This is an optimization exercise on Yosys and OpenROAD, whose aim is small area, a short achievable clock period and few clock cycles per item, not a production implementation.
RTL that was checked went through simulation tests only; none was proved equivalent to the original.
For runs 1 to 3, only the layout was checked, not whether the RTL still works.
Power figures rest on the tool's default switching activity, not on a simulated workload.

[flow/run.sh]
#!/bin/bash
# synth_recipe.tcl (not shown) runs the flow's synth.tcl, then flattens the netlist and writes it again
# the make line also repeats each setting of config.mk as NAME=value (left out here)
make -C /OpenROAD-flow-scripts/flow DESIGN_CONFIG=/design/flow/config.mk WORK_HOME=/design/flow/orfs CLKGATE_MAP_FILE= SYNTH_SCRIPT=/design/flow/synth_recipe.tcl finish
[flow/config.mk]
export PLATFORM = sky130hd
export DESIGN_NAME = size_latency_histogram
export DESIGN_NICKNAME = size_latency_histogram
export VERILOG_FILES = /design/flow/design.v
export SDC_FILE = /design/flow/constraint.sdc
export NUM_CORES = 4
export LEC_CHECK = 0
export CAP_MARGIN = 20
export CORE_MARGIN = 2
export CORE_UTILIZATION = 55
export CTS_BUF_LIST = sky130_fd_sc_hd__clkbuf_4 sky130_fd_sc_hd__clkbuf_8
export CTS_CLUSTER_SIZE = 24
export SETUP_SLACK_MARGIN = 5
export SLEW_MARGIN = 20
export SYNTH_HIERARCHICAL = 1
export SYNTH_MINIMUM_KEEP_SIZE = 0
[flow/constraint.sdc]
create_clock -name core_clock -period 8.0 [get_ports {clk}]
set_input_delay 1.6000 -clock core_clock [delete_from_list [all_inputs] [get_ports {clk}]]
set_output_delay 1.6000 -clock core_clock [all_outputs]
set_load 0.01 [all_outputs]
[flow/design.v]
package slh_pkg;
	localparam int BIN_W   = 2;
	localparam int SIZE_W  = 40;
	localparam int TIME_W  = 32;
	localparam int MSEC_W  = 10;
	localparam int COUNT_W = 16;
	localparam logic [1:0] REQ_RECORD = 2'd0;
	localparam logic [1:0] REQ_CLEAR  = 2'd1;
	localparam logic [1:0] REQ_READ   = 2'd2;
	localparam logic [1:0] OP_EMPTY = 2'd0;   
	localparam logic [1:0] OP_COUNT = 2'd1;   
	localparam logic [1:0] OP_CLEAR = 2'd2;   
	localparam logic [1:0] OP_READ  = 2'd3;   
endpackage
module slh_le #(
	parameter int W = 8
) (
	input  logic [W-1:0] a,
	input  logic [W-1:0] b,
	output logic         le
);
	localparam int LV = $clog2(W + 1);
	localparam int NP = 1 << LV;
	logic [NP-1:0] g [LV+1];
	logic [NP-1:0] p [LV+1];
	always_comb begin
		g[0] = '0;
		p[0] = '1;
		g[0][0] = 1'b1;
		for (int i = 0; i < W; i++) begin
			g[0][i+1] = b[i] & ~a[i];
			p[0][i+1] = b[i] | ~a[i];
		end
		for (int l = 0; l < LV; l++) begin
			g[l+1] = '0;
			p[l+1] = '0;
			for (int i = 0; i < (NP >> (l + 1)); i++) begin
				g[l+1][i] = g[l][2*i+1] | (p[l][2*i+1] & g[l][2*i]);
				p[l+1][i] = p[l][2*i+1] & p[l][2*i];
			end
		end
		le = g[LV][0];
	end
endmodule
module slh_add #(
	parameter int W = 8
) (
	input  logic [W-1:0] a,
	input  logic [W-1:0] b,
	input  logic         ci,
	output logic [W-1:0] y
);
	localparam int LV = $clog2(W + 1);
	localparam int NP = 1 << LV;
	logic [NP-1:0] g [LV+1];
	logic [NP-1:0] p [LV+1];
	always_comb begin
		g[0] = '0;
		p[0] = '0;
		g[0][0] = ci;
		for (int i = 0; i < W; i++) begin
			g[0][i+1] = a[i] & b[i];
			p[0][i+1] = a[i] ^ b[i];
		end
		for (int l = 0; l < LV; l++) begin
			g[l+1] = g[l];
			p[l+1] = p[l];
			for (int i = 0; i < NP; i++) begin
				if ((i >> l) & 1) begin
					g[l+1][i] = g[l][i] | (p[l][i] & g[l][((i >> l) << l) - 1]);
					p[l+1][i] = p[l][i] & p[l][((i >> l) << l) - 1];
				end
			end
		end
		for (int i = 0; i < W; i++)
			y[i] = p[0][i+1] ^ g[LV][i];
	end
endmodule
module slh_front (
	input  logic        clk,
	input  logic        arst_n,
	input  logic        take,
	input  logic [1:0]  req_type,
	input  logic [39:0] bytes_sent,
	input  logic [31:0] launch_sec,
	input  logic [9:0]  launch_msec,
	input  logic [31:0] now_sec,
	input  logic [9:0]  now_msec,
	input  logic [1:0]  read_size_bin,
	input  logic [1:0]  read_time_bin,
	input  logic        cfg_we,
	input  logic [2:0]  cfg_index,
	input  logic [39:0] cfg_data,
	output logic        ent_valid,
	output logic [5:0]  ent,
	output logic [15:0] ent_oh     
);
	logic [39:0] size_lim_q [4];
	logic [31:0] time_lim_q [4];
	logic [3:0]  size_set_q;
	logic [3:0]  time_set_q;
	always_ff @(posedge clk or negedge arst_n) begin
		if (!arst_n) begin
			size_set_q <= '0;
			time_set_q <= '0;
		end else if (cfg_we) begin
			if (!cfg_index[2]) size_set_q[cfg_index[1:0]] <= 1'b1;
			else               time_set_q[cfg_index[1:0]] <= 1'b1;
		end
	end
	always_ff @(posedge clk) begin
		if (cfg_we) begin
			if (!cfg_index[2]) size_lim_q[cfg_index[1:0]] <= cfg_data;
			else               time_lim_q[cfg_index[1:0]] <= cfg_data[31:0];
		end
	end
	logic [3:0] size_le;
	for (genvar i = 0; i < 4; i++) begin : g_size
		slh_le #(.W(40)) u_le (.a(bytes_sent), .b(size_lim_q[i]), .le(size_le[i]));
	end
	logic        v0_q;
	logic [1:0]  typ0_q;
	logic [3:0]  rb0_q;
	logic [3:0]  hit0_q;
	logic [22:0] lo;
	logic [21:0] lo0_q;     
	logic        c0_q;      
	logic        dmp0_q;    
	logic [19:0] nowh0_q;   
	logic [19:0] lauh0_q;   
	slh_add #(.W(23)) u_lo (.a({1'b0, now_sec[11:0], now_msec}), .b({1'b0, ~launch_sec[11:0], ~launch_msec}),
		.ci(1'b1), .y(lo));
	always_ff @(posedge clk or negedge arst_n) begin
		if (!arst_n) v0_q <= 1'b0;
		else         v0_q <= take;
	end
	always_ff @(posedge clk) begin
		typ0_q <= req_type;
		rb0_q  <= {read_size_bin, read_time_bin};
		hit0_q <= ~size_set_q | size_le;
		lo0_q   <= lo[21:0];
		c0_q    <= lo[22];
		dmp0_q  <= now_msec >= launch_msec;
		nowh0_q <= now_sec[31:12];
		lauh0_q <= launch_sec[31:12];
	end
	logic [42:0] w;
	logic        far;
	logic [20:0] wh;
	slh_add #(.W(21)) u_wh (.a({1'b0, nowh0_q}), .b({1'b1, ~lauh0_q}), .ci(c0_q), .y(wh));
	assign w = {wh, lo0_q};
	assign far = !((&w[42:34]) || !(|w[42:34]));
	logic        v1_q;
	logic [1:0]  typ1_q;
	logic [3:0]  rb1_q;
	logic        sf1_q;
	logic [1:0]  ss1_q;
	logic [34:0] w1_q;
	logic        far1_q;
	logic        neg1_q;
	logic        dmp1_q;    
	always_ff @(posedge clk or negedge arst_n) begin
		if (!arst_n) v1_q <= 1'b0;
		else         v1_q <= v0_q;
	end
	always_ff @(posedge clk) begin
		typ1_q <= typ0_q;
		rb1_q  <= rb0_q;
		sf1_q  <= |hit0_q;
		ss1_q  <= hit0_q[0] ? 2'd0 : hit0_q[1] ? 2'd1 : hit0_q[2] ? 2'd2 : 2'd3;
		w1_q   <= w[34:0];
		far1_q <= far;
		neg1_q <= w[42];
		dmp1_q <= dmp0_q;
	end
	logic [34:0] el;
	logic        el_neg;
	logic        el_big;
	slh_el u_el (.w(w1_q), .dmp(dmp1_q), .el(el));
	assign el_neg = far1_q ? neg1_q : el[34];
	assign el_big = far1_q ? !neg1_q : (!el[34] && (el[33] || el[32]));
	logic        v2_q;
	logic [1:0]  typ2_q;
	logic [3:0]  rb2_q;
	logic        sf2_q;
	logic [1:0]  ss2_q;
	logic [31:0] el2_q;
	logic        neg2_q;
	logic        big2_q;
	always_ff @(posedge clk or negedge arst_n) begin
		if (!arst_n) v2_q <= 1'b0;
		else         v2_q <= v1_q;
	end
	always_ff @(posedge clk) begin
		typ2_q <= typ1_q;
		rb2_q  <= rb1_q;
		sf2_q  <= sf1_q;
		ss2_q  <= ss1_q;
		el2_q  <= el[31:0];
		neg2_q <= el_neg;
		big2_q <= el_big;
	end
	logic [3:0] time_le;
	logic [3:0] time_hit;
	logic       t_found;
	logic [1:0] t_sel;
	logic [3:0] t_oh;
	logic [15:0] rd_oh;
	logic [15:0] cnt_oh;
	for (genvar j = 0; j < 4; j++) begin : g_time
		slh_le #(.W(32)) u_le (.a(el2_q), .b(time_lim_q[j]), .le(time_le[j]));
	end
	always_comb begin
		for (int j = 0; j < 4; j++)
			time_hit[j] = neg2_q || (!big2_q && (!time_set_q[j] || time_le[j]));
		t_found = |time_hit;
		t_sel   = time_hit[0] ? 2'd0 : time_hit[1] ? 2'd1 : time_hit[2] ? 2'd2 : 2'd3;
		t_oh    = time_hit & ~{time_hit[2:0], 1'b0} & ~{time_hit[1:0], 2'b0} & ~{time_hit[0], 3'b0};
		for (int i = 0; i < 16; i++) begin
			rd_oh[i]  = (rb2_q == 4'(i));
			cnt_oh[i] = (ss2_q == 2'(i / 4)) && t_oh[i % 4];
		end
		ent_oh = (typ2_q == slh_pkg::REQ_READ) ? rd_oh : cnt_oh;
		case (typ2_q)
			slh_pkg::REQ_RECORD: ent = (sf2_q && t_found) ? {slh_pkg::OP_COUNT, ss2_q, t_sel} :
				{slh_pkg::OP_EMPTY, 4'd0};
			slh_pkg::REQ_CLEAR:  ent = {slh_pkg::OP_CLEAR, 4'd0};
			slh_pkg::REQ_READ:   ent = {slh_pkg::OP_READ, rb2_q};
			default:             ent = {slh_pkg::OP_EMPTY, 4'd0};
		endcase
	end
	assign ent_valid = v2_q;
endmodule
module slh_el (
	input  logic [34:0] w,
	input  logic        dmp,
	output logic [34:0] el
);
	logic [34:0] wh;
	logic [34:0] t1, t2, s, c;
	always_comb begin
		wh = {{10{w[34]}}, w[34:10]};
		t1 = {~wh[30:0], {4{dmp}}};
		t2 = {~wh[31:0], {3{dmp}}};
		s  = w ^ t1 ^ t2;
		c  = {(w[33:0] & t1[33:0]) | (w[33:0] & t2[33:0]) | (t1[33:0] & t2[33:0]), dmp};
	end
	slh_add #(.W(35)) u_add (.a(s), .b(c), .ci(dmp), .y(el));
endmodule
module slh_queue (
	input  logic       clk,
	input  logic       arst_n,
	input  logic       in_valid,
	output logic       in_stall,
	output logic       take,
	input  logic       ent_valid,
	input  logic [5:0] ent,
	input  logic [15:0] ent_oh,
	input  logic       pop,
	output logic       head_valid,
	output logic [5:0] head,
	output logic [15:0] head_oh     
);
	localparam int CAP = 5;    
	logic [5:0] mem_q [4];
	logic [1:0] wr_q;
	logic [1:0] rd_q;
	logic [2:0] cnt_q;
	logic       hv_q;
	logic [5:0] head_q;
	logic [15:0] head_oh_q;
	logic [15:0] mem_oh;
	logic [2:0] busy_q;        
	logic       stall_q;
	logic       load;
	logic       qempty;
	logic       qpush;
	logic       qpop;
	assign in_stall   = stall_q;
	assign take       = in_valid && !stall_q;
	assign head_valid = hv_q;
	assign head       = head_q;
	assign head_oh    = head_oh_q;
	assign load   = !hv_q || pop;
	assign qempty = (cnt_q == 3'd0);
	assign qpop   = load && !qempty;
	assign qpush  = ent_valid && !(load && qempty);
	always_ff @(posedge clk) begin
		if (qpush) mem_q[wr_q] <= ent;
	end
	always_comb begin
		for (int i = 0; i < 16; i++)
			mem_oh[i] = (mem_q[rd_q][3:0] == 4'(i));
	end
	always_ff @(posedge clk) begin
		if (load) begin
			head_q    <= qempty ? ent : mem_q[rd_q];
			head_oh_q <= qempty ? ent_oh : mem_oh;
		end
	end
	always_ff @(posedge clk or negedge arst_n) begin
		if (!arst_n) begin
			wr_q    <= '0;
			rd_q    <= '0;
			cnt_q   <= '0;
			hv_q    <= 1'b0;
			busy_q  <= '0;
			stall_q <= 1'b0;
		end else begin
			if (qpush) wr_q <= wr_q + 2'd1;
			if (qpop)  rd_q <= rd_q + 2'd1;
			cnt_q <= cnt_q + 3'(qpush) - 3'(qpop);
			if (load) hv_q <= !qempty || ent_valid;
			busy_q  <= busy_q + 3'(take) - 3'(pop);
			stall_q <= (busy_q + 3'(take) - 3'(pop)) >= 3'(CAP);
		end
	end
endmodule
module slh_back (
	input  logic        clk,
	input  logic        arst_n,
	input  logic        head_valid,
	input  logic [5:0]  head,
	input  logic [15:0] head_oh,
	output logic        pop,
	output logic        out_valid,
	input  logic        out_stall,
	output logic        out_counted,
	output logic [1:0]  out_size_bin,
	output logic [1:0]  out_time_bin,
	output logic [15:0] out_count_value
);
	logic [15:0] cnt_q [16];
	logic [15:0] live_q;
	logic        ov_q;
	logic [20:0] od_q;
	logic [1:0]  op;
	logic [3:0]  idx;
	logic [15:0] cur;
	logic [15:0] inc;
	logic [20:0] res;
	assign op  = head[5:4];
	assign idx = head[3:0];
	assign pop = head_valid && (!ov_q || !out_stall);
	assign out_valid = ov_q;
	assign {out_counted, out_size_bin, out_time_bin, out_count_value} = od_q;
	logic [255:0] cnt_flat;
	always_comb begin
		for (int i = 0; i < 16; i++)
			cnt_flat[16*i +: 16] = cnt_q[i];
	end
	slh_cmux u_cmux (.sel(live_q & head_oh), .cnt(cnt_flat), .cur(cur));
	always_comb begin
		inc = cur + 16'd1;
		case (op)
			slh_pkg::OP_COUNT: res = {1'b1, idx, inc};
			slh_pkg::OP_READ:  res = {1'b0, idx, cur};
			default:           res = '0;
		endcase
	end
	always_ff @(posedge clk) begin
		for (int i = 0; i < 16; i++)
			if (pop && op == slh_pkg::OP_COUNT && head_oh[i])
				cnt_q[i] <= inc;
	end
	always_ff @(posedge clk or negedge arst_n) begin
		if (!arst_n) begin
			live_q <= '0;
		end else if (pop) begin
			if (op == slh_pkg::OP_CLEAR)
				live_q <= '0;
			else if (op == slh_pkg::OP_COUNT)
				live_q <= live_q | head_oh;
		end
	end
	always_ff @(posedge clk or negedge arst_n) begin
		if (!arst_n)        ov_q <= 1'b0;
		else if (pop)       ov_q <= 1'b1;
		else if (!out_stall) ov_q <= 1'b0;
	end
	always_ff @(posedge clk) begin
		if (pop) od_q <= res;
	end
endmodule
module slh_cmux (
	input  logic [15:0] sel,
	input  logic [255:0] cnt,      
	output logic [15:0] cur
);
	always_comb begin
		cur = '0;
		for (int i = 0; i < 16; i++)
			cur = cur | ({16{sel[i]}} & cnt[16*i +: 16]);
	end
endmodule
module size_latency_histogram (
	input  logic        clk,
	input  logic        arst_n,
	input  logic        in_valid,
	output logic        in_stall,
	input  logic [1:0]  in_req_type,
	input  logic [39:0] in_bytes_sent,
	input  logic [31:0] in_launch_sec,
	input  logic [9:0]  in_launch_msec,
	input  logic [31:0] in_now_sec,
	input  logic [9:0]  in_now_msec,
	input  logic [1:0]  in_read_size_bin,
	input  logic [1:0]  in_read_time_bin,
	output logic        out_valid,
	input  logic        out_stall,
	output logic        out_counted,
	output logic [1:0]  out_size_bin,
	output logic [1:0]  out_time_bin,
	output logic [15:0] out_count_value,
	input  logic        cfg_we,
	input  logic [2:0]  cfg_index,
	input  logic [39:0] cfg_data
);
	logic       take;
	logic       ent_valid;
	logic [5:0] ent;
	logic       pop;
	logic       head_valid;
	logic [5:0] head;
	logic [15:0] ent_oh;
	logic [15:0] head_oh;
	slh_front u_front (
		.clk           (clk),
		.arst_n        (arst_n),
		.take          (take),
		.req_type      (in_req_type),
		.bytes_sent    (in_bytes_sent),
		.launch_sec    (in_launch_sec),
		.launch_msec   (in_launch_msec),
		.now_sec       (in_now_sec),
		.now_msec      (in_now_msec),
		.read_size_bin (in_read_size_bin),
		.read_time_bin (in_read_time_bin),
		.cfg_we        (cfg_we),
		.cfg_index     (cfg_index),
		.cfg_data      (cfg_data),
		.ent_valid     (ent_valid),
		.ent           (ent),
		.ent_oh        (ent_oh)
	);
	slh_queue u_queue (
		.clk        (clk),
		.arst_n     (arst_n),
		.in_valid   (in_valid),
		.in_stall   (in_stall),
		.take       (take),
		.ent_valid  (ent_valid),
		.ent        (ent),
		.ent_oh     (ent_oh),
		.pop        (pop),
		.head_valid (head_valid),
		.head       (head),
		.head_oh    (head_oh)
	);
	slh_back u_back (
		.clk             (clk),
		.arst_n          (arst_n),
		.head_valid      (head_valid),
		.head            (head),
		.head_oh         (head_oh),
		.pop             (pop),
		.out_valid       (out_valid),
		.out_stall       (out_stall),
		.out_counted     (out_counted),
		.out_size_bin    (out_size_bin),
		.out_time_bin    (out_time_bin),
		.out_count_value (out_count_value)
	);
endmodule
==> results of run 1 <==
## cell families (layout without fill, tap and decap cells)
kind of cell / after synthesis / after routing / synth area share
AO/OA/AOI/OAI: 634 / 634 / 0.138
XOR/XNOR: 80 / 80 / 0.0192
adder cells (fa/ha/maj): 212 / 212 / 0.0771
buffers and inverters: 456 / 975 / 0.0524
flip-flops: 815 / 815 / 0.613
multiplexers: 12 / 12 / 0.00559
other: 2 / 6 / 0.000203
AND/OR/NAND/NOR: 630 / 632 / 0.0944
## layer usage
metal | up-vias | wire length, µm
li1 | 11400 | -
met1 | 12300 | 39600
met2 | 1043 | 44200
met3 | 191 | 7240
met4 | 6 | 2480
met5 | - | 34
## flip-flops by register name, summed over array words and instances, names as in the netlist, 6 cells and up
register,cells
u_back.cnt_q,256
u_front.size_lim_q,160
u_front.time_lim_q,128
u_front.w1_q,35
u_front.el2_q,32
u_queue.mem_q,24
u_front.lo0_q,22
u_back.od_q,21
u_front.lauh0_q,20
u_front.nowh0_q,20
u_back.live_q,16
u_queue.head_oh_q,16
u_queue.head_q,6
## per-module statistics from Yosys, one instance, submodules excluded, excerpt
| module | cells | times used | cell area [µm²] |
|---|---|---|---|
| slh_queue | 171 | 1 | 2530 |
| slh_cmux | 176 | 1 | 1480 |
| slh_front | 632 | 1 | 13200 |
| slh_el | 84 | 1 | 896 |
| slh_back | 476 | 1 | 9830 |
## what timing repair did
| action | CTS | global route |
|---|---|---|
| gates resized for setup | 334 | 138 |
| setup endpoints to repair | 668 | 458 |
| endpoints found under the hold margin | 0 | 0 |
| pin swaps | 104 | 106 |
| buffers inserted | 80 | 46 |
| cloned | 3 | 2 |
## path summary, 6_finish.rpt
kind / depth (start not counted) / slack, ns / from / end
worst max-delay path: 12 / 4.66 / u_front.el2_q[0] / u_queue.head_q[0]
worst min-delay path: 0 / 0.32 / u_front.lo0_q[18] / u_front.w1_q[18]
worst max register to register: 12 / 4.66 / u_front.el2_q[0] / u_queue.head_q[0]
worst min register to register: 0 / 0.32 / u_front.lo0_q[18] / u_front.w1_q[18]
max in group asynchronous: 1 / 6.74 / arst_n / u_front.size_set_q[0]
min in group asynchronous: 1 / 0.83 / arst_n / u_queue.stall_q
## where the power goes
group | internal [W] | total [W] | leakage, nW | switching [W]
Combinational | 0.00283 | 0.00670 | 8.37 | 0.00387
Sequential | 0.00603 | 0.00649 | 7.39 | 0.000465
Clock | 0.00200 | 0.00363 | 1.42 | 0.00163
Total | 0.0109 | 0.0168 | 17.2 | 0.00597
## cells in the final DEF, fill, tap and decap left out, types with 61 or more instances in the layout
| cell type | instances |
|---|---|
| a21oi_1 | 85 |
| a221oi_1 | 61 |
| a22o_1 | 76 |
| buf_4 | 123 |
| clkbuf_8 | 148 |
| clkdlybuf4s50_1 | 138 |
| dfxtp_1 | 121 |
| edfxtp_1 | 611 |
| ha_1 | 70 |
| inv_1 | 304 |
| inv_2 | 67 |
| nand2_1 | 133 |
| nand2b_1 | 98 |
| nor2_1 | 100 |
## stage by stage
| step | instance area, µm² | hold slack (ns) | power, W | worst slack [ns] |
|---|---|---|---|---|
| 2_1_floorplan | 37300 | 0.309 | 0.0100 | 4.24 |
| 3_3_place_gp | 40100 | 0.310 | 0.0114 | 3.32 |
| 3_5_place_dp | 40100 | 0.312 | 0.0116 | 3.25 |
| 4_1_cts | 44300 | 0.319 | 0.0162 | 4.73 |
| 5_1_grt | 45300 | 0.325 | 0.0177 | 4.62 |
| 6_report | 45300 | 0.321 | 0.0168 | 4.66 |
## worst max-delay path, stage by stage, from the launching register on
cell,delay (ns)
dfxtp_1,0.40
nor2b_4,0.17
maj3_2,0.23
maj3_2,0.24
a2111oi_4,0.08
o31ai_4,0.38
nand3_2,0.16
nand4bb_1,0.25
o41a_1,0.42
o2111a_2,0.30
a32o_2,0.32
nand2_1,0.07
nand2_1,0.06
## layout make-up
| cell class | instances | area share |
|---|---|---|
| diodes | 1 | 0.0000552 |
| clock buffers | 190 | 0.0519 |
| clock inverters | 44 | 0.00743 |
| inverters | 400 | 0.0347 |
| multi-input cells | 1575 | 0.313 |
| flip-flops and latches | 815 | 0.501 |
| well taps | 864 | 0.0239 |
| repair buffers | 340 | 0.0682 |
| repair inverters | 1 | 0.000110 |
==> impl_metrics.tcl, run 1 <==
set metrics [dict create \
    status "timing/DRC/antenna clean" \
    top_usage_layer "met2" \
    synth_area_leaders "edfxtp_1, dfxtp_1, ha_1, inv_1, dfrtp_1" \
    grt_pass1_wl_mm 139 \
    peakVddDrop_mv 0.267 \
    port_buffers 200 \
    avgSynthCellArea_um2 13.0 \
    hold_class "flip-flop to flip-flop" \
    ys_seq_area_frac 0.613 \
    syn-cell-area_mm2 0.0369 \
    die_w_um 263 \
    ys_seq_elements 815 \
    placed_cells 3864 \
    routed_wl_mm 93.5 \
    grt_max_degree 41 \
    finalSetupViolCount 0 \
    insertion_delay_ns 0.78 \
    fin_worst_skew_ns 0.0336 \
    start_util 0.559 \
    grtUsageMet2 0.422 \
    firstDrtPassIters 10 \
    grt_util_met1 0.357 \
    synth.top_cells.by_count "edfxtp_1, inv_1, dfxtp_1" \
    wl_per_cell_um 22.1 \
    vias 24900 \
    numClockSinks 815 \
    ys_async_sr_fraction 0.0491 \
    cts_root_buf "clkbuf_8" \
    ios 201 \
    antenna_found_initial 7 \
    cts_tree "done" \
    end_kind "flip-flop" \
    multi_input_area_mm2 0.0142 \
    core-area_mm2 0.0661 \
    tightest_slew_ns 1.15 \
    finalCritPeriodShare 0.417 \
    critPathRequiredTime_ns 8.53 \
    cts_hold_buf 0 \
    power_density_mw_per_mm2 371 \
    route.detailed.drc 0 \
    overflow 0 \
    synth_edf_count 611 \
    slew_violations 0 \
    grt_pass1_vias 24800 \
    netlist.area_leader.share 0.497 \
    p_leak_nw 17.2 \
    path_clk_slew_ns 0.06 \
    grtUsageTotal 0.262 \
    dp_hpwl_mm 60.3 \
    htree_levels 4 \
    drt_iter0_markers 2324 \
    fin_util 0.686 \
    synth_top_cell_by_area "edfxtp_1" \
    fp.dieH_um 263 \
    yosysMostFrequentCell "edfxtp_1" \
    syn_inst 2841 \
    num-nets-final 3597 \
    seqCellArea_mm2 0.0227 \
    use_met3 0.0514 \
    clk_path_buf_depth 3 \
    cp.arrival_ns 3.87 \
    fin_cells 4230 \
    slew_headroom 0.235 \
    maxCapViolCount 0 \
    fill_cells 4664 \
    setup_tns_ns 0 \
    worstSetupStartpointType "flip-flop" \
    drtAntennaViolNets 0 \
    layout-drive-gt1-share 0.252 \
    worstSetupPathType "flip-flop to flip-flop" \
    ys_types 113 \
    yosysWarnings 27 \
    max_freq_mhz 300 \
    timing.final.crit_period_ns 3.34 \
    vias_per_cell 5.89 \
    rsz0062_at_grt "yes" \
    hold_viol 0 \
    cts_made_buffers 134 \
    crit_fanout 5 \
    rows 94 \
    ys.flop_type "edfxtp_1" \
    syn2layout_area_growth_pct 22.7 \
    dieArea_mm2 0.0692 \
    place_congestion 0.876 \
]
==> inputs of run 2 (changes only) <==
--- a/flow/design.v
+++ b/flow/design.v
@@ -344,13 +344,10 @@
 	assign pop = head_valid && (!ov_q || !out_stall);
 	assign out_valid = ov_q;
 	assign {out_counted, out_size_bin, out_time_bin, out_count_value} = od_q;
-	logic [255:0] cnt_flat;
 	always_comb begin
+		cur = '0;
 		for (int i = 0; i < 16; i++)
-			cnt_flat[16*i +: 16] = cnt_q[i];
-	end
-	slh_cmux u_cmux (.sel(live_q & head_oh), .cnt(cnt_flat), .cur(cur));
-	always_comb begin
+			cur = cur | ({16{live_q[i] && head_oh[i]}} & cnt_q[i]);
 		inc = cur + 16'd1;
 		case (op)
 			slh_pkg::OP_COUNT: res = {1'b1, idx, inc};
@@ -382,17 +379,6 @@
 		if (pop) od_q <= res;
 	end
 endmodule
-module slh_cmux (
-	input  logic [15:0] sel,
-	input  logic [255:0] cnt,      
-	output logic [15:0] cur
-);
-	always_comb begin
-		cur = '0;
-		for (int i = 0; i < 16; i++)
-			cur = cur | ({16{sel[i]}} & cnt[16*i +: 16]);
-	end
-endmodule
 module size_latency_histogram (
 	input  logic        clk,
 	input  logic        arst_n,
==> impl_metrics.tcl, run 2 <==
set metrics [dict create \
    fp.dieH_um 266 \
    avgSynthCellArea_um2 12.5 \
    layout-drive-gt1-share 0.254 \
    rsz0062_at_grt "yes" \
    status "timing/DRC/antenna clean" \
    seqCellArea_mm2 0.0227 \
    antenna_found_initial 3 \
    cts_root_buf "clkbuf_8" \
    synth_fa_ha_area_frac 0.0752 \
    worstSetupStartpointType "flip-flop" \
    syn-cell-area_mm2 0.0377 \
    ios 201 \
    placed_cell_area_mm2 0.0407 \
    num-nets-final 3776 \
    synth_xor_area_frac 0.0183 \
    yosysMostFrequentCell "edfxtp_1" \
    cts_hold_buf 0 \
    worstHoldStart "u_front.lo0_q[18]" \
    peakVddDrop_mv 0.242 \
    fin_worst_skew_ns 0.0353 \
    end_kind "flip-flop" \
    grt_max_degree 42 \
    slew_headroom 0.202 \
    r2r_setup_slack_ns 4.74 \
    hold_depth 0 \
    place_congestion 0.884 \
    tightest_slew_ns 1.20 \
    yosysWarnings 26 \
    vias_per_cell 5.86 \
    ys_types 119 \
    start_util 0.558 \
    final_cell_mix "edfxtp_1, inv_1, nand3_1" \
    htree_levels 4 \
    clk_path_buf_depth 3 \
    route.detailed.drc 0 \
    rr_endpoint "u_queue.head_q[0]" \
    numClockSinks 815 \
    vias 26000 \
    rr_worst_depth 11 \
    synth_edf_count 611 \
    r2r_start "u_front.el2_q[6]" \
    max_freq_mhz 307 \
    grt_pass1_wl_mm 149 \
    finalSetupViolCount 0 \
    synth_top_cell_by_area "edfxtp_1" \
    cts_made_buffers 136 \
    synth-simple-area-share 0.137 \
    slew_violations 0 \
    p_leak_nw 17.3 \
    core-area_mm2 0.0675 \
    maxCapViolCount 0 \
    dieArea_mm2 0.0706 \
    synth_area_leaders "edfxtp_1, dfxtp_1, nand3_1, ha_1, inv_1" \
    finalCritPeriodShare 0.407 \
    firstDrtPassIters 6 \
    path_clk_slew_ns 0.07 \
    top_register "u_back.cnt_q" \
    multi_input_area_mm2 0.0145 \
    largest_reg_flops 256 \
    hold_viol 0 \
    routed_wl_mm 99.0 \
    grtUsageTotal 0.278 \
    muxShareOfSynthArea 0.00521 \
    power.total_w 0.0172 \
    crit_fanout 5 \
    synth_top_family_by_area "simple AND/OR/NAND/NOR gates" \
    worstSetupPathType "flip-flop to flip-flop" \
    syn_inst 3018 \
    netlist.area_leader.share 0.487 \
    hold_class "flip-flop to flip-flop" \
    syn2layout_area_growth_pct 22.0 \
    hold_end "u_front.w1_q[18]" \
    cp.arrival_ns 3.80 \
    ys_async_sr_fraction 0.0491 \
    die_w_um 266 \
    synth_compound_area_frac 0.104 \
    timing.final.crit_period_ns 3.26 \
    final_cell_area_mm2 0.0460 \
    overflow 0 \
    dp_hpwl_mm 64.4 \
    fill_cells 4914 \
    rows 95 \
    synth.top_cells.by_count "edfxtp_1, inv_1, nand3_1" \
    ys_seq_elements 815 \
    power_density_mw_per_mm2 374 \
    cts_tree "done" \
    port_buffers 200 \
    grt_pass1_vias 26100 \
    ys_seq_area_frac 0.601 \
    drt_iter0_markers 2545 \
    fin_util 0.681 \
    ys.flop_type "edfxtp_1" \
    setup_tns_ns 0 \
    wl_per_cell_um 22.3 \
    mostFrequentLayoutCell "edfxtp_1" \
    holdWs_ns 0.310 \
    insertion_delay_ns 0.78 \
    critPathRequiredTime_ns 8.54 \
    drtAntennaViolNets 0 \
]
==> run 2: changes by cell type after synthesis, sizes merged, moves of 4 or more <==
cell / previous run / this run
nand3: 52 / 301
a22o: 80 / 13
a221oi: 64 / 0
nand4: 35 / 83
buf: 35 / 70
nor4: 16 / 32
and2: 28 / 14
o2bb2ai: 8 / 17
clkbuf: 21 / 15
inv: 376 / 372
xnor2: 58 / 54
==> run 2: repair_timing <==
item                                    4_1_cts  5_1_grt
endpoints found under the setup margin      547      150
pin swaps                                    84       81
resized for setup                           312      154
hold endpoints to repair                      0        0
setup buffers                                89       49
gates cloned                                  3        0
==> run 2: cells by family (layout without fill, tap and decap cells) <==
family / after synthesis / after routing
DFF: 815 / 815
adders and majority gates: 211 / 211
other: 2 / 6
muxes: 11 / 11
AOI/OAI and AO/OA: 495 / 495
buffers and inverters: 481 / 1018
and+or+nand+nor: 925 / 927
xor gates and xnor gates: 78 / 78
==> run 2: area by class of cell <==
type / instances / share of cell area
timing repair inverter: 1 / 0.000109
timing repair buffer: 370 / 0.0710
inverter: 396 / 0.0338
antenna: 1 / 0.0000545
clock buffer: 205 / 0.0543
clock inverter: 46 / 0.00697
tap: 873 / 0.0238
multi-input combinational: 1727 / 0.315
sequential: 815 / 0.495
==> run 2: how the worst max path moves through the flow <==
stage / startpoint / end / cells after the start
finish: u_front.el2_q[6] / u_queue.head_q[0] / 11
global route: u_front.el2_q[25] / u_queue.head_q[0] / 12
CTS: u_front.time_lim_q[0][13] / u_queue.head_q[0] / 12
detailed placement: out_stall / u_queue.cnt_q[2] / 12
global placement: out_stall / u_queue.cnt_q[2] / 12
floorplan: out_stall / u_queue.cnt_q[2] / 13
==> run 2: modules after synthesis, one instance, submodules excluded, excerpt <==
| module | cells inside | times used | cell area [µm²] |
|---|---|---|---|
| slh_front | 632 | 1 | 13200 |
| slh_el | 84 | 1 | 896 |
| slh_queue | 171 | 1 | 2530 |
| slh_back | 829 | 1 | 12100 |
==> run 2: stage by stage <==
| step | instances | setup slack, ns |
|---|---|---|
| 2_1_floorplan | 3021 | 4.00 |
| 3_3_place_gp | 4040 | 3.36 |
| 3_5_place_dp | 4040 | 3.24 |
| 4_1_cts | 4383 | 4.77 |
| 5_1_grt | 4434 | 4.63 |
| 6_report | 4434 | 4.74 |
==> run 2: layer usage <==
layer / part of all wire / routed length [µm] / vias up / track usage
li1: - / - / 12000 / -
met1: 0.41 / 40600 / 12700 / 0.365
met2: 0.48 / 47600 / 1135 / 0.466
met3: 0.077 / 7660 / 207 / 0.0518
met4: 0.032 / 3120 / 2 / 0.0976
met5: 0.00013 / 13 / - / 0
==> run 2: report_power, final <==
part | total, W | switching (W) | internal, W
Sequential | 0.00675 | 0.000726 | 0.00602
Clock | 0.00376 | 0.00168 | 0.00208
Combinational | 0.00670 | 0.00399 | 0.00272
==> run 2: critical path, cell delays in order, from the launching register on <==
cell and delay, ns:
dfxtp_1 0.44, inv_2 0.07, o2111ai_1 0.54, a2111oi_4 0.14, o31ai_2 0.29, nand3_2 0.17, nand2b_4 0.18, o41a_1 0.44
o2111a_2 0.30, a32o_2 0.33, nand2_1 0.08, nand2_1 0.06
==> inputs of run 3 (changes only) <==
--- a/flow/design.v
+++ b/flow/design.v
@@ -213,23 +213,42 @@
 	always_comb begin
 		for (int j = 0; j < 4; j++)
 			time_hit[j] = neg2_q || (!big2_q && (!time_set_q[j] || time_le[j]));
-		t_found = |time_hit;
-		t_sel   = time_hit[0] ? 2'd0 : time_hit[1] ? 2'd1 : time_hit[2] ? 2'd2 : 2'd3;
-		t_oh    = time_hit & ~{time_hit[2:0], 1'b0} & ~{time_hit[1:0], 2'b0} & ~{time_hit[0], 3'b0};
+	end
+	logic        v3_q;
+	logic [1:0]  typ3_q;
+	logic [3:0]  rb3_q;
+	logic        sf3_q;
+	logic [1:0]  ss3_q;
+	logic [3:0]  th3_q;
+	always_ff @(posedge clk or negedge arst_n) begin
+		if (!arst_n) v3_q <= 1'b0;
+		else         v3_q <= v2_q;
+	end
+	always_ff @(posedge clk) begin
+		typ3_q <= typ2_q;
+		rb3_q  <= rb2_q;
+		sf3_q  <= sf2_q;
+		ss3_q  <= ss2_q;
+		th3_q  <= time_hit;
+	end
+	always_comb begin
+		t_found = |th3_q;
+		t_sel   = th3_q[0] ? 2'd0 : th3_q[1] ? 2'd1 : th3_q[2] ? 2'd2 : 2'd3;
+		t_oh    = th3_q & ~{th3_q[2:0], 1'b0} & ~{th3_q[1:0], 2'b0} & ~{th3_q[0], 3'b0};
 		for (int i = 0; i < 16; i++) begin
-			rd_oh[i]  = (rb2_q == 4'(i));
-			cnt_oh[i] = (ss2_q == 2'(i / 4)) && t_oh[i % 4];
+			rd_oh[i]  = (rb3_q == 4'(i));
+			cnt_oh[i] = (ss3_q == 2'(i / 4)) && t_oh[i % 4];
 		end
-		ent_oh = (typ2_q == slh_pkg::REQ_READ) ? rd_oh : cnt_oh;
-		case (typ2_q)
-			slh_pkg::REQ_RECORD: ent = (sf2_q && t_found) ? {slh_pkg::OP_COUNT, ss2_q, t_sel} :
+		ent_oh = (typ3_q == slh_pkg::REQ_READ) ? rd_oh : cnt_oh;
+		case (typ3_q)
+			slh_pkg::REQ_RECORD: ent = (sf3_q && t_found) ? {slh_pkg::OP_COUNT, ss3_q, t_sel} :
 				{slh_pkg::OP_EMPTY, 4'd0};
 			slh_pkg::REQ_CLEAR:  ent = {slh_pkg::OP_CLEAR, 4'd0};
-			slh_pkg::REQ_READ:   ent = {slh_pkg::OP_READ, rb2_q};
+			slh_pkg::REQ_READ:   ent = {slh_pkg::OP_READ, rb3_q};
 			default:             ent = {slh_pkg::OP_EMPTY, 4'd0};
 		endcase
 	end
-	assign ent_valid = v2_q;
+	assign ent_valid = v3_q;
 endmodule
 module slh_el (
 	input  logic [34:0] w,
@@ -261,10 +280,10 @@
 	output logic [5:0] head,
 	output logic [15:0] head_oh     
 );
-	localparam int CAP = 5;    
-	logic [5:0] mem_q [4];
-	logic [1:0] wr_q;
-	logic [1:0] rd_q;
+	localparam int CAP = 6;    
+	logic [5:0] mem_q [5];
+	logic [2:0] wr_q;
+	logic [2:0] rd_q;
 	logic [2:0] cnt_q;
 	logic       hv_q;
 	logic [5:0] head_q;
@@ -307,8 +326,8 @@
 			busy_q  <= '0;
 			stall_q <= 1'b0;
 		end else begin
-			if (qpush) wr_q <= wr_q + 2'd1;
-			if (qpop)  rd_q <= rd_q + 2'd1;
+			if (qpush) wr_q <= (wr_q == 3'd4) ? 3'd0 : wr_q + 3'd1;
+			if (qpop)  rd_q <= (rd_q == 3'd4) ? 3'd0 : rd_q + 3'd1;
 			cnt_q <= cnt_q + 3'(qpush) - 3'(qpop);
 			if (load) hv_q <= !qempty || ent_valid;
 			busy_q  <= busy_q + 3'(take) - 3'(pop);
@@ -344,10 +363,13 @@
 	assign pop = head_valid && (!ov_q || !out_stall);
 	assign out_valid = ov_q;
 	assign {out_counted, out_size_bin, out_time_bin, out_count_value} = od_q;
+	logic [255:0] cnt_flat;
 	always_comb begin
-		cur = '0;
 		for (int i = 0; i < 16; i++)
-			cur = cur | ({16{live_q[i] && head_oh[i]}} & cnt_q[i]);
+			cnt_flat[16*i +: 16] = cnt_q[i];
+	end
+	slh_cmux u_cmux (.sel(live_q & head_oh), .cnt(cnt_flat), .cur(cur));
+	always_comb begin
 		inc = cur + 16'd1;
 		case (op)
 			slh_pkg::OP_COUNT: res = {1'b1, idx, inc};
@@ -379,6 +401,17 @@
 		if (pop) od_q <= res;
 	end
 endmodule
+module slh_cmux (
+	input  logic [15:0] sel,
+	input  logic [255:0] cnt,      
+	output logic [15:0] cur
+);
+	always_comb begin
+		cur = '0;
+		for (int i = 0; i < 16; i++)
+			cur = cur | ({16{sel[i]}} & cnt[16*i +: 16]);
+	end
+endmodule
 module size_latency_histogram (
 	input  logic        clk,
 	input  logic        arst_n,
==> impl_metrics.tcl, run 3 <==
set metrics [dict create \
    ys_seq_elements 837 \
    overflow 0 \
    yosysWarnings 27 \
    grt_pass1_vias 25300 \
    critPathRequiredTime_ns 8.64 \
    power.total_w 0.0167 \
    place_congestion 0.898 \
    drt_iter0_markers 1708 \
    num-nets-final 3615 \
    synth_top_cell_by_area "edfxtp_1" \
    worstSetupPathType "flip-flop to flip-flop" \
    cp.arrival_ns 3.86 \
    slew_headroom 0.308 \
    insertion_delay_ns 0.78 \
    vias 24500 \
    status "timing/DRC/antenna clean" \
    fp.dieH_um 265 \
    die_w_um 265 \
    dp_hpwl_mm 62.1 \
    wl_per_cell_um 21.0 \
    hold_class "flip-flop to flip-flop" \
    synth_area_leaders "edfxtp_1, dfxtp_1, ha_1, inv_1, dfrtp_1" \
    syn_inst 2892 \
    drtAntennaViolNets 0 \
    crit_path_max_incr_delay_ns 0.54 \
    fill_cells 4803 \
    power_density_mw_per_mm2 368 \
    ys_async_sr_fraction 0.0514 \
    synth_edf_count 617 \
    worstSetupStartpointType "flip-flop" \
    antenna_found_initial 4 \
    syn2layout_area_growth_pct 21.2 \
    numClockSinks 837 \
    pre_cts_ws_ns 3.36 \
    fin_util 0.676 \
    cts_made_buffers 137 \
    start_util 0.558 \
    crit_slowest_cell "fa_1" \
    slew_violations 0 \
    ios 201 \
    crit_fanout 4 \
    p_leak_nw 17.3 \
    firstDrtPassIters 8 \
    layout-drive-gt1-share 0.221 \
    rows 95 \
    setup_tns_ns 0 \
    synth.top_cells.by_count "edfxtp_1, inv_1, dfxtp_1" \
    timing.final.crit_period_ns 3.22 \
    core-area_mm2 0.0674 \
    end_kind "flip-flop" \
    grtUsageTotal 0.255 \
    top_register "u_back.cnt_q" \
    vias_per_cell 5.75 \
    path_clk_slew_ns 0.06 \
    mostFrequentLayoutCell "edfxtp_1" \
    dieArea_mm2 0.0704 \
    rsz0062_at_grt "yes" \
    final_cell_mix "edfxtp_1, inv_1, dfxtp_1" \
    grt_pass1_wl_mm 139 \
    netlist.area_leader.share 0.493 \
    ys_seq_area_frac 0.616 \
    ys.flop_type "edfxtp_1" \
    avgSynthCellArea_um2 13.0 \
    tightest_slew_ns 1.04 \
    seqCellArea_mm2 0.0232 \
    cts_tree "done" \
    fin_worst_skew_ns 0.0412 \
    peakVddDrop_mv 0.369 \
    routed_wl_mm 89.3 \
    grt_max_degree 44 \
    path_cells "inv_2, fa_1, ha_4, nand4_1, or3_4, a31o_4, and2_4, o21a_1, fa_2, xnor2_1, o21bai_1, mux2i_1" \
    finalCritPeriodShare 0.403 \
    syn-cell-area_mm2 0.0376 \
    hold_viol 0 \
    clk_path_buf_depth 3 \
    port_buffers 200 \
    finalSetupViolCount 0 \
    cts_root_buf "clkbuf_8" \
    multi_input_area_mm2 0.0140 \
    max_freq_mhz 310 \
    r2r_setup_slack_ns 4.78 \
    maxCapViolCount 0 \
    cts_hold_buf 0 \
    ys_types 109 \
    htree_levels 4 \
    route.detailed.drc 0 \
    fin_ws_ns 4.78 \
    holdWs_ns 0.309 \
    yosysMostFrequentCell "edfxtp_1" \
    largest_reg_flops 256 \
]
[run 3: changes by cell type after synthesis, moves of 16 or more]
| cell | change |
|---|---|
| a221oi_1 | +64 |
| a22o_1 | +72 |
| buf_4 | -33 |
| nand2_1 | -16 |
| nand3_1 | -244 |
| nand4_1 | -45 |
[run 3: final cells by class]
class                      count  area share
sequential                   837       0.509
multi-input combinational   1599       0.308
timing repair buffer         310      0.0626
clock buffer                 194      0.0531
inverter                     400      0.0343
tap                          873      0.0240
clock inverter                44     0.00857
antenna                        3    0.000165
[run 3: logic make-up (layout without fill, tap and decap cells)]
family                   after synthesis  in the layout  synth area share
multiplexers                          18             18           0.00702
buffers and inverters                459            948            0.0523
AO/OA/AOI/OAI                        655            655             0.138
AND/OR/NAND/NOR                      633            633            0.0930
XOR/XNOR                              76             76            0.0179
other                                  2              8          0.000200
flip-flops                           837            837             0.616
adder cells (fa/ha/maj)              212            212            0.0757
[run 3: modules after synthesis (local to each module, per instance), a selection]
module	area, µm²	flip-flops and latches	copies in the design
slh_el	896	0	1
slh_cmux	1480	0	1
slh_front	13500	477	1
slh_back	9810	294	1
slh_queue	2940	66	1
[run 3: worst paths after layout]
kind,depth (start not counted),endpoint,from
min,0,u_front.w1_q[9],u_front.lo0_q[9]
min in group asynchronous,1,u_queue.stall_q,arst_n
max reg2reg,12,u_front.big2_q,u_front.w1_q[30]
max,12,u_front.big2_q,u_front.w1_q[30]
min reg2reg,0,u_front.w1_q[9],u_front.lo0_q[9]
max in group asynchronous,1,u_front.time_set_q[0],arst_n
[run 3: where the power goes]
group / total, W / leakage, nW / internal [W] / switching, W
Combinational: 0.00637 / 8.19 / 0.00260 / 0.00376
Sequential: 0.00660 / 7.59 / 0.00611 / 0.000492
Clock: 0.00377 / 1.48 / 0.00212 / 0.00165
[run 3: per-stage QoR]
| step | cell area, µm² | cells |
|---|---|---|
| after floorplan | 38100 | 2895 |
| after global placement | 40900 | 3922 |
| after detailed placement | 40900 | 3922 |
| after CTS | 45000 | 4237 |
| after global routing | 45500 | 4260 |
| final | 45500 | 4260 |
[run 3: metal layers]
layer | GRT usage | wire length (µm) | share of wire | vias up
li1 | - | - | - | 11600
met1 | 0.327 | 37800 | 0.42 | 12100
met2 | 0.439 | 44700 | 0.50 | 663
met3 | 0.0343 | 3920 | 0.044 | 166
met4 | 0.103 | 2740 | 0.031 | 2
met5 | 0 | 17 | 0.00019 | -
[run 3: repair_timing]
action | in CTS | in global routing
buffers inserted | 76 | 17
pin swaps | 76 | 56
gates resized for setup | 296 | 96
endpoints found under the setup margin | 520 | 143
cloned | 1 | 0
hold endpoints to repair | 0 | 0
[run 3: critical path: cells and delay by family (launching register included)]
family / cells / cell delay, ns
flops: 1 / 0.36
fa+ha+maj: 3 / 1.19
buf+inv: 1 / 0.06
mux: 1 / 0.22
xor+xnor: 1 / 0.13
simple gates: 3 / 0.65
compound gates: 3 / 0.47
==> inputs of run 4 (changes only) <==
--- a/flow/design.v
+++ b/flow/design.v
@@ -149,13 +149,17 @@
 	logic [20:0] wh;
 	slh_add #(.W(21)) u_wh (.a({1'b0, nowh0_q}), .b({1'b1, ~lauh0_q}), .ci(c0_q), .y(wh));
 	assign w = {wh, lo0_q};
+	slh_elcs u_elcs (.w(w[34:0]), .dmp(dmp0_q), .s(es), .c(ec));
 	assign far = !((&w[42:34]) || !(|w[42:34]));
 	logic        v1_q;
 	logic [1:0]  typ1_q;
 	logic [3:0]  rb1_q;
 	logic        sf1_q;
 	logic [1:0]  ss1_q;
-	logic [34:0] w1_q;
+	logic [34:0] es1_q;     
+	logic [34:1] ec1_q;     
+	logic [34:0] es;
+	logic [34:0] ec;
 	logic        far1_q;
 	logic        neg1_q;
 	logic        dmp1_q;    
@@ -168,7 +172,8 @@
 		rb1_q  <= rb0_q;
 		sf1_q  <= |hit0_q;
 		ss1_q  <= hit0_q[0] ? 2'd0 : hit0_q[1] ? 2'd1 : hit0_q[2] ? 2'd2 : 2'd3;
-		w1_q   <= w[34:0];
+		es1_q  <= es;
+		ec1_q  <= ec[34:1];
 		far1_q <= far;
 		neg1_q <= w[42];
 		dmp1_q <= dmp0_q;
@@ -176,7 +181,7 @@
 	logic [34:0] el;
 	logic        el_neg;
 	logic        el_big;
-	slh_el u_el (.w(w1_q), .dmp(dmp1_q), .el(el));
+	slh_add #(.W(35)) u_el (.a(es1_q), .b({ec1_q, dmp1_q}), .ci(dmp1_q), .y(el));
 	assign el_neg = far1_q ? neg1_q : el[34];
 	assign el_big = far1_q ? !neg1_q : (!el[34] && (el[33] || el[32]));
 	logic        v2_q;
@@ -250,13 +255,14 @@
 	end
 	assign ent_valid = v3_q;
 endmodule
-module slh_el (
+module slh_elcs (
 	input  logic [34:0] w,
 	input  logic        dmp,
-	output logic [34:0] el
+	output logic [34:0] s,
+	output logic [34:0] c
 );
 	logic [34:0] wh;
-	logic [34:0] t1, t2, s, c;
+	logic [34:0] t1, t2;
 	always_comb begin
 		wh = {{10{w[34]}}, w[34:10]};
 		t1 = {~wh[30:0], {4{dmp}}};
@@ -264,7 +270,6 @@
 		s  = w ^ t1 ^ t2;
 		c  = {(w[33:0] & t1[33:0]) | (w[33:0] & t2[33:0]) | (t1[33:0] & t2[33:0]), dmp};
 	end
-	slh_add #(.W(35)) u_add (.a(s), .b(c), .ci(dmp), .y(el));
 endmodule
 module slh_queue (
 	input  logic       clk,
--- a/flow/config.mk
+++ b/flow/config.mk
@@ -7,9 +7,9 @@
 export LEC_CHECK = 0
 export CAP_MARGIN = 20
 export CORE_MARGIN = 2
-export CORE_UTILIZATION = 55
+export CORE_UTILIZATION = 60
 export CTS_BUF_LIST = sky130_fd_sc_hd__clkbuf_4 sky130_fd_sc_hd__clkbuf_8
-export CTS_CLUSTER_SIZE = 24
+export CTS_CLUSTER_SIZE = 40
 export SETUP_SLACK_MARGIN = 5
 export SLEW_MARGIN = 20
 export SYNTH_HIERARCHICAL = 1
==> impl_metrics.tcl, run 4 <==
set metrics [dict create \
    ios 201 \
    start_util 0.607 \
    top_register "u_back.cnt_q" \
    p_leak_nw 17.4 \
    syn2layout_area_growth_pct 19.0 \
    worstSetupStartpointType "input port" \
    hold_class "flip-flop to flip-flop" \
    grtUsageMet2 0.463 \
    route.detailed.drc 0 \
    finalSetupViolCount 0 \
    layout-drive-gt1-share 0.189 \
    grt_max_degree 44 \
    placed_cells 3930 \
    dp_hpwl_mm 62.5 \
    peakVddDrop_mv 0.520 \
    num-nets-final 3617 \
    hold_viol 0 \
    finalCritPeriodShare 0.383 \
    wl_per_cell_um 21.0 \
    die_w_um 257 \
    crit_slowest_cell "or4_1" \
    htree_levels 4 \
    end_kind "flip-flop" \
    syn_inst 2927 \
    fin_cells 4243 \
    core-area_mm2 0.0631 \
    numClockSinks 871 \
    clk_path_buf_depth 3 \
    crit_fanout 2 \
    firstDrtPassIters 7 \
    drt_iter0_markers 1893 \
    final_cell_mix "edfxtp_1, inv_1, dfxtp_1" \
    overflow 0 \
    max_freq_mhz 326 \
    avgSynthCellArea_um2 13.1 \
    grt_pass1_wl_mm 137 \
    antenna_found_initial 2 \
    vias_per_cell 5.83 \
    mostFrequentLayoutCell "edfxtp_1" \
    fill_cells 4314 \
    cts_tree "done" \
    insertion_delay_ns 0.80 \
    slew_violations 0 \
    status "timing/DRC/antenna clean" \
    r2r_setup_slack_ns 5.05 \
    path_cells "clkdlybuf4s50_1, inv_1, ha_1, o21ai_0, nor2_2, nor3_4, buf_4, a21oi_2, nor4b_1, or4_1" \
    vias 24700 \
    rsz0062_at_grt "yes" \
    rows 92 \
    pre_cts_ws_ns 3.36 \
    critPathRequiredTime_ns 8.65 \
    grtUsageTotal 0.270 \
    tightest_slew_ns 1.11 \
    yosysWarnings 27 \
    use_met3 0.0468 \
    maxCapViolCount 0 \
    cp.arrival_ns 3.72 \
    routed_wl_mm 89.1 \
    crit_path_max_incr_delay_ns 0.51 \
    cts_made_buffers 137 \
    timing.final.crit_period_ns 3.07 \
    drtAntennaViolNets 0 \
    path_clk_slew_ns 0.06 \
    cts_root_buf "clkbuf_8" \
    grt_pass1_vias 25000 \
    power_density_mw_per_mm2 364 \
    fin_ws_ns 4.93 \
    fin_worst_skew_ns 0.0248 \
    worstSetupPathType "input port to flip-flop" \
    largest_reg_flops 256 \
    crit_buf_inv 3 \
    slew_headroom 0.259 \
    top_usage_layer "met2" \
    syn-cell-area_mm2 0.0383 \
    cp_top_family "simple AND/OR/NAND/NOR gates" \
    dieArea_mm2 0.0658 \
    fp.dieH_um 257 \
    grt_util_met1 0.342 \
    setup_tns_ns 0 \
    port_buffers 200 \
    place_congestion 0.920 \
]
==> run 4: area by class of cell <==
class / instances / area [µm²] / area share
Sequential cell: 871 / 23800 / 0.523
Multi-Input combinational cell: 1599 / 13600 / 0.298
Timing Repair Buffer: 278 / 2590 / 0.0568
Clock buffer: 195 / 2430 / 0.0534
Inverter: 400 / 1560 / 0.0343
Tap cell: 846 / 1060 / 0.0232
Clock inverter: 52 / 504 / 0.0111
Antenna cell: 2 / 5.00 / 0.000110
==> run 4: routing by layer <==
layer / wire, µm / vias up
li1: - / 11600
met1: 36600 / 12100
met2: 45100 / 795
met3: 4630 / 173
met4: 2850 / 0
met5: 0 / -
==> run 4: stage by stage <==
step                utilization  instance area (µm²)  power (W)  hold WS [ns]
floorplan                     -                38700     0.0103         0.310
global placement          0.658                41500     0.0120         0.311
detailed placement        0.658                41500     0.0122         0.312
CTS                       0.714                45000     0.0165         0.327
global route              0.722                45500     0.0174         0.333
finish                    0.722                45500     0.0166         0.325
==> run 4: worst register-to-register path: stages (launching register included) <==
cell and delay (ns):
edfxtp_1 0.42, and2_4 0.26, a22o_1 0.25, a221oi_1 0.45, nand4_1 0.15, buf_4 0.20
xnor2_2 0.86
==> run 4: timing repair <==
action / in CTS / in global routing
gates resized for setup: 200 / 74
setup buffers: 46 / 15
cloned: 1 / 0
setup endpoints to repair: 509 / 221
hold endpoints to repair: 0 / 0
hold buffers: 0 / 0
pin swaps: 41 / 33
==> run 4: power by group <==
group / switching (W) / total [W] / internal, W
Sequential: 0.000542 / 0.00693 / 0.00638
Combinational: 0.00356 / 0.00572 / 0.00216
Clock: 0.00176 / 0.00392 / 0.00217
Total: 0.00585 / 0.0166 / 0.0107
==> run 4: path summary, 6_finish.rpt <==
check | startpoint | end | depth (start not counted)
min in group asynchronous | arst_n | u_queue.rd_q[2] | 1
worst max-delay path | in_launch_sec[5] | u_front.lo0_q[19] | 10
worst max register to register | u_queue.head_oh_q[4] | u_back.cnt_q[7][3] | 6
worst min register to register | u_front.typ2_q[1] | u_front.typ3_q[1] | 0
max in group asynchronous | arst_n | u_front.time_set_q[0] | 1
worst min-delay path | u_front.typ2_q[1] | u_front.typ3_q[1] | 0
Testbench counts of run 4, summed over its fixed seeds: cycles 32,048, items 32,000.
==> inputs of run 5 (changes only) <==
--- a/flow/config.mk
+++ b/flow/config.mk
@@ -7,9 +7,9 @@
 export LEC_CHECK = 0
 export CAP_MARGIN = 20
 export CORE_MARGIN = 2
-export CORE_UTILIZATION = 60
+export CORE_UTILIZATION = 50
 export CTS_BUF_LIST = sky130_fd_sc_hd__clkbuf_4 sky130_fd_sc_hd__clkbuf_8
-export CTS_CLUSTER_SIZE = 40
+export CTS_CLUSTER_SIZE = 24
 export SETUP_SLACK_MARGIN = 5
 export SLEW_MARGIN = 20
 export SYNTH_HIERARCHICAL = 1
==> impl_metrics.tcl, run 5 <==
set metrics [dict create \
    final_cell_mix "edfxtp_1, inv_1, dfxtp_1" \
    grt_pass1_wl_mm 139 \
    vias_per_cell 5.61 \
    end_kind "flip-flop" \
    fp.dieH_um 281 \
    htree_levels 4 \
    num-nets-final 3623 \
    worstSetupStartpointType "input port" \
    critPathRequiredTime_ns 8.66 \
    clk_path_buf_depth 3 \
    final_cell_area_mm2 0.0457 \
    tightest_slew_ns 1.10 \
    path_clk_slew_ns 0.06 \
    start_util 0.505 \
    rsz0062_at_grt "yes" \
    drtAntennaViolNets 0 \
    grt_pass1_vias 24800 \
    syn-cell-area_mm2 0.0383 \
    use_met3 0.0379 \
    placed_cells 4067 \
    cts_tree "done" \
    hold_class "flip-flop to flip-flop" \
    numClockSinks 871 \
    timing.final.crit_period_ns 2.98 \
    grt_max_degree 44 \
    wl_per_cell_um 20.8 \
    p_leak_nw 17.4 \
    rows 101 \
    top_register "u_back.cnt_q" \
    grtUsageMet2 0.394 \
    fin_ws_ns 5.02 \
    holdWs_ns 0.323 \
    syn2layout_area_growth_pct 19.5 \
    placed_cell_area_mm2 0.0416 \
    vias 24600 \
    finalSetupViolCount 0 \
    dieArea_mm2 0.0788 \
    maxCapViolCount 0 \
    drt_iter0_markers 1921 \
    insertion_delay_ns 0.80 \
    antenna_found_initial 5 \
    route.detailed.drc 0 \
    slew_headroom 0.264 \
    setup_tns_ns 0 \
    fin_worst_skew_ns 0.0305 \
    cp.arrival_ns 3.64 \
    cts_made_buffers 144 \
    mostFrequentLayoutCell "edfxtp_1" \
    avgSynthCellArea_um2 13.1 \
    grtUsageTotal 0.231 \
    ios 201 \
    worstSetupPathType "input port to flip-flop" \
    layout-drive-gt1-share 0.191 \
    syn_inst 2927 \
    yosysWarnings 27 \
    firstDrtPassIters 6 \
    die_w_um 281 \
    cts_hold_buf 0 \
    place_congestion 0.857 \
    fill_cells 5930 \
    max_freq_mhz 335 \
    r2r_setup_slack_ns 5.04 \
    core-area_mm2 0.0758 \
    routed_wl_mm 91.2 \
    port_buffers 200 \
    cts_root_buf "clkbuf_8" \
    largest_reg_flops 256 \
    crit_fanout 4 \
    dp_hpwl_mm 63.7 \
    finalCritPeriodShare 0.373 \
    fin_cells 4393 \
    grt_util_met1 0.300 \
    power_density_mw_per_mm2 362 \
    overflow 0 \
    top_usage_layer "met2" \
    slew_violations 0 \
    status "timing/DRC/antenna clean" \
    pre_cts_ws_ns 3.31 \
    hold_viol 0 \
    peakVddDrop_mv 0.251 \
]
[run 5: cell count changes in the layout (fill, tap and decap cells not counted), sizes merged]
cell,delta
dlygate4sd2,-2
bufinv,-1
clkbuf,+15
bufbuf,-1
diode,-1
clkinvlp,-1
clkinv,+9
[run 5: per-layer routing]
layer / vias to the layer above / share of wire
met1: 12100 / 0.43
li1: 11600 / -
met3: 158 / 0.051
met2: 767 / 0.49
met4: 4 / 0.025
met5: - / 0.00025
[run 5: worst max-delay path, stage by stage]
cell and delay [ns]:
dlygate4sd2_1 0.28, ha_4 0.27, a21oi_2 0.14, o21ai_2 0.08, a22o_4 0.24, buf_4 0.14, o21ai_2 0.17, a21o_2 0.17
nor3_1 0.04, or4_1 0.51
[run 5: path summary, 6_finish.rpt]
| check | startpoint | end | cells after the start |
|---|---|---|---|
| setup / recovery | in_now_msec[8] | u_front.lo0_q[19] | 10 |
| hold / removal | u_front.rb2_q[1] | u_front.rb3_q[1] | 0 |
| setup reg to reg | u_queue.head_oh_q[4] | u_back.od_q[12] | 11 |
| hold reg to reg | u_front.rb2_q[1] | u_front.rb3_q[1] | 0 |
| max in group asynchronous | arst_n | u_queue.stall_q | 1 |
| min in group asynchronous | arst_n | u_queue.busy_q[2] | 1 |
[run 5: timing repair]
item | 4_1_cts | 5_1_grt
gates cloned | 0 | 0
buffers inserted | 36 | 22
endpoints found under the setup margin | 585 | 150
pin swaps | 37 | 43
gates resized for setup | 216 | 68
[run 5: power breakdown]
group	internal [W]	total, W	switching [W]
Combinational	0.00215	0.00557	0.00342
Sequential	0.00638	0.00691	0.000536
Clock	0.00222	0.00406	0.00184
[run 5: metrics by stage]
stage	utilization	total power, W
finish	0.603	0.0165
global route	0.603	0.0174
CTS	0.597	0.0164
detailed placement	0.549	0.0121
global placement	0.549	0.0119
floorplan	-	0.0103
[run 5: layout make-up]
type,instances,area (µm²),share of cell area
inverters,400,1560,0.0341
flip-flops and latches,871,23800,0.521
repair buffers,277,2510,0.0548
clock buffers,208,2540,0.0555
diodes,1,2.50,0.0000547
well taps,978,1220,0.0268
clock inverters,59,529,0.0116
multi-input cells,1599,13500,0.296
==> inputs of run 6 (changes only) <==
--- a/flow/config.mk
+++ b/flow/config.mk
@@ -7,7 +7,7 @@
 export LEC_CHECK = 0
 export CAP_MARGIN = 20
 export CORE_MARGIN = 2
-export CORE_UTILIZATION = 50
+export CORE_UTILIZATION = 55
 export CTS_BUF_LIST = sky130_fd_sc_hd__clkbuf_4 sky130_fd_sc_hd__clkbuf_8
 export CTS_CLUSTER_SIZE = 24
 export SETUP_SLACK_MARGIN = 5
==> impl_metrics.tcl, run 6 <==
set metrics [dict create \
    status "timing/DRC/antenna clean" \
    insertion_delay_ns 0.78 \
    endpoint "u_back.od_q[13]" \
    slew_violations 0 \
    cp.depth 8 \
    cts_root_buf "clkbuf_8" \
    fin_worst_skew_ns 0.0419 \
    grt_pass1_vias 24700 \
    avgSynthCellArea_um2 13.1 \
    power_density_mw_per_mm2 359 \
    worstHoldStart "u_front.rb1_q[1]" \
    largest_reg_flops 256 \
    holdWs_ns 0.320 \
    worstSetupStartpointType "flip-flop" \
    hold_viol 0 \
    clk_path_buf_depth 3 \
    tightest_slew_ns 1.12 \
    grt_pass1_wl_mm 137 \
    fp.dieH_um 268 \
    num-nets-final 3632 \
    routed_wl_mm 90.5 \
    crit_buf_inv 0 \
    swShare 0.341 \
    cts_tree "done" \
    antenna_found_initial 5 \
    dp_hpwl_mm 61.7 \
    yosysWarnings 27 \
    dieArea_mm2 0.0717 \
    fill_cells 5027 \
    route.detailed.drc 0 \
    placed_cell_area_mm2 0.0416 \
    crit_path_max_incr_delay_ns 0.66 \
    finalCritPeriodShare 0.375 \
    critPathRequiredTime_ns 8.49 \
    rr_endpoint "u_back.od_q[13]" \
    p_leak_nw 17.5 \
    setup_tns_ns 0 \
    worstSetupStartpoint "u_queue.head_oh_q[0]" \
    hold_class "flip-flop to flip-flop" \
    core-area_mm2 0.0687 \
    port_buffers 200 \
    htree_levels 4 \
    rr_worst_depth 8 \
    overflow 0 \
    rows 96 \
    path_clk_slew_ns 0.06 \
    timing.final.crit_period_ns 3.00 \
    path_cells "and2_4, a22o_1, a221oi_1, nand4_1, nand4_4, or4_4, o311ai_2, o41ai_2" \
    syn-cell-area_mm2 0.0383 \
    place_congestion 0.884 \
    worstSetupPathType "flip-flop to flip-flop" \
    fin_util 0.666 \
    r2r_setup_slack_ns 5.00 \
    end_kind "flip-flop" \
    syn_inst 2927 \
    grt_max_degree 44 \
    grtUsageTotal 0.250 \
    crit_slowest_cell "or4_4" \
    drt_iter0_markers 2065 \
    comb_power_share 0.333 \
    cts_hold_buf 0 \
    final_cell_area_mm2 0.0457 \
    seqCellArea_mm2 0.0238 \
    p_clk_frac 0.247 \
    cts_made_buffers 141 \
    p_int_w 0.0108 \
    placed_cells 4019 \
    crit_fanout 9 \
    start_util 0.557 \
    pwr-share-seq 0.420 \
    syn2layout_area_growth_pct 19.5 \
    top_register "u_back.cnt_q" \
    slew_headroom 0.254 \
    firstDrtPassIters 6 \
    cp_top_family "simple AND/OR/NAND/NOR gates" \
    ios 201 \
    layout-drive-gt1-share 0.195 \
    max_freq_mhz 333 \
    die_w_um 268 \
    numClockSinks 871 \
    drtAntennaViolNets 0 \
    cp.arrival_ns 3.50 \
    maxCapViolCount 0 \
    rsz0062_at_grt "yes" \
    p_switching_w 0.00560 \
    peakVddDrop_mv 0.231 \
    final_cell_mix "edfxtp_1, inv_1, dfxtp_1" \
    finalSetupViolCount 0 \
    fin_cells 4351 \
    wl_per_cell_um 20.8 \
    r2r_start "u_queue.head_oh_q[0]" \
    vias_per_cell 5.72 \
    mostFrequentLayoutCell "edfxtp_1" \
    vias 24900 \
    multi_input_area_mm2 0.0136 \
]
==> run 6: per-stage QoR <==
step / setup WS, ns / total power (W)
6_report: 5.00 / 0.0164
3_3_place_gp: 3.44 / 0.0117
3_5_place_dp: 3.31 / 0.0119
2_1_floorplan: 4.44 / 0.0103
4_1_cts: 4.96 / 0.0163
5_1_grt: 4.91 / 0.0173
==> run 6: worst min-delay path by stage <==
| stage | to | slack (ns) | cells past startpoint |
|---|---|---|---|
| after global placement | u_front.typ1_q[0] | 0.31 | 0 |
| after detailed placement | u_front.rb2_q[2] | 0.31 | 0 |
| final | u_front.rb2_q[1] | 0.32 | 0 |
| after floorplan | u_front.rb1_q[0] | 0.31 | 0 |
| after global routing | u_front.rb2_q[1] | 0.32 | 0 |
| after CTS | u_front.rb2_q[1] | 0.32 | 0 |
==> run 6: cell type report <==
type | count | share of cell area
clock inverter | 60 | 0.0126
inverter | 400 | 0.0341
timing repair buffer | 287 | 0.0562
tap | 931 | 0.0255
antenna | 5 | 0.000274
sequential | 871 | 0.521
clock buffer | 196 | 0.0538
multi-input combinational | 1601 | 0.297
==> run 6: what timing repair did <==
| item | 4_1_cts | 5_1_grt |
|---|---|---|
| gates cloned | 0 | 2 |
| pin swaps | 34 | 65 |
| gates resized for setup | 222 | 90 |
| setup buffers | 33 | 36 |
| endpoints found under the setup margin | 543 | 160 |
==> run 6: metal layers <==
metal | vias to the layer above | part of all wire | global-route usage
li1 | 11600 | - | -
met1 | 12200 | 0.42 | 0.329
met2 | 877 | 0.49 | 0.420
met3 | 156 | 0.063 | 0.0445
met4 | 0 | 0.024 | 0.0847
met5 | - | 0 | 0
==> run 6: worst reg2reg max path: stages (launching register included) <==
cell and delay [ns]:
edfxtp_1 0.44, and2_4 0.29, a22o_1 0.18, a221oi_1 0.07, nand4_1 0.30, nand4_4 0.26, or4_4 0.67, o311ai_2 0.36
o41ai_2 0.16
==> run 6: power by group through the flow <==
stage          sequential (W)  combinational [W]  clock (W)
2_1_floorplan         0.00682            0.00346          0
3_3_place_gp          0.00697            0.00475          0
3_5_place_dp          0.00700            0.00493          0
4_1_cts               0.00690            0.00520    0.00416
5_1_grt               0.00698            0.00597    0.00436
6_report              0.00691            0.00547    0.00406

port drivers added, routing unchanged:
The flow's constraints put no driver on any port. The routed layouts listed below were extracted and timed again, unchanged, in two steps. Step 1, drivers: a clkbuf_16 drives clk and a buf_2 each remaining input, both assumed. Step 2, shift: input delay + t, output delay - t, t = (earliest + latest rising clock arrival at the registers) / 2. This alone moves slack from input paths to output paths. a / b / c = ideal / step 1 / step 2; a / b = the first two.
| run | t, ns | slack for setup (ns) | worst setup path after step 2 | slew at the worst register clock pin (ns) | cell pins on the clock port's net |
|---|---|---|---|---|---|
| run 1 | 0.833 | 4.664 / 4.664 / 4.180 | input to register | 0.06 / 0.06 | 1 |
| run 2 | 0.833 | 4.744 / 4.744 / 4.165 | input to register | 0.07 / 0.07 | 1 |
| run 3 | 0.815 | 4.778 / 4.778 / 4.231 | input to register | 0.07 / 0.07 | 1 |
| run 4 | 0.842 | 4.935 / 4.972 / 4.130 | input to register | 0.07 / 0.07 | 1 |
| run 5 | 0.845 | 5.015 / 4.975 / 4.211 | input to register | 0.07 / 0.07 | 1 |
| run 6 | 0.821 | 4.999 / 4.983 / 4.250 | input to register | 0.07 / 0.07 | 1 |
After both steps every run listed still meets setup and hold. The setup slack of run 4, which loses most, moves by +0.037 ns with the drivers and by -0.805 ns with both steps.
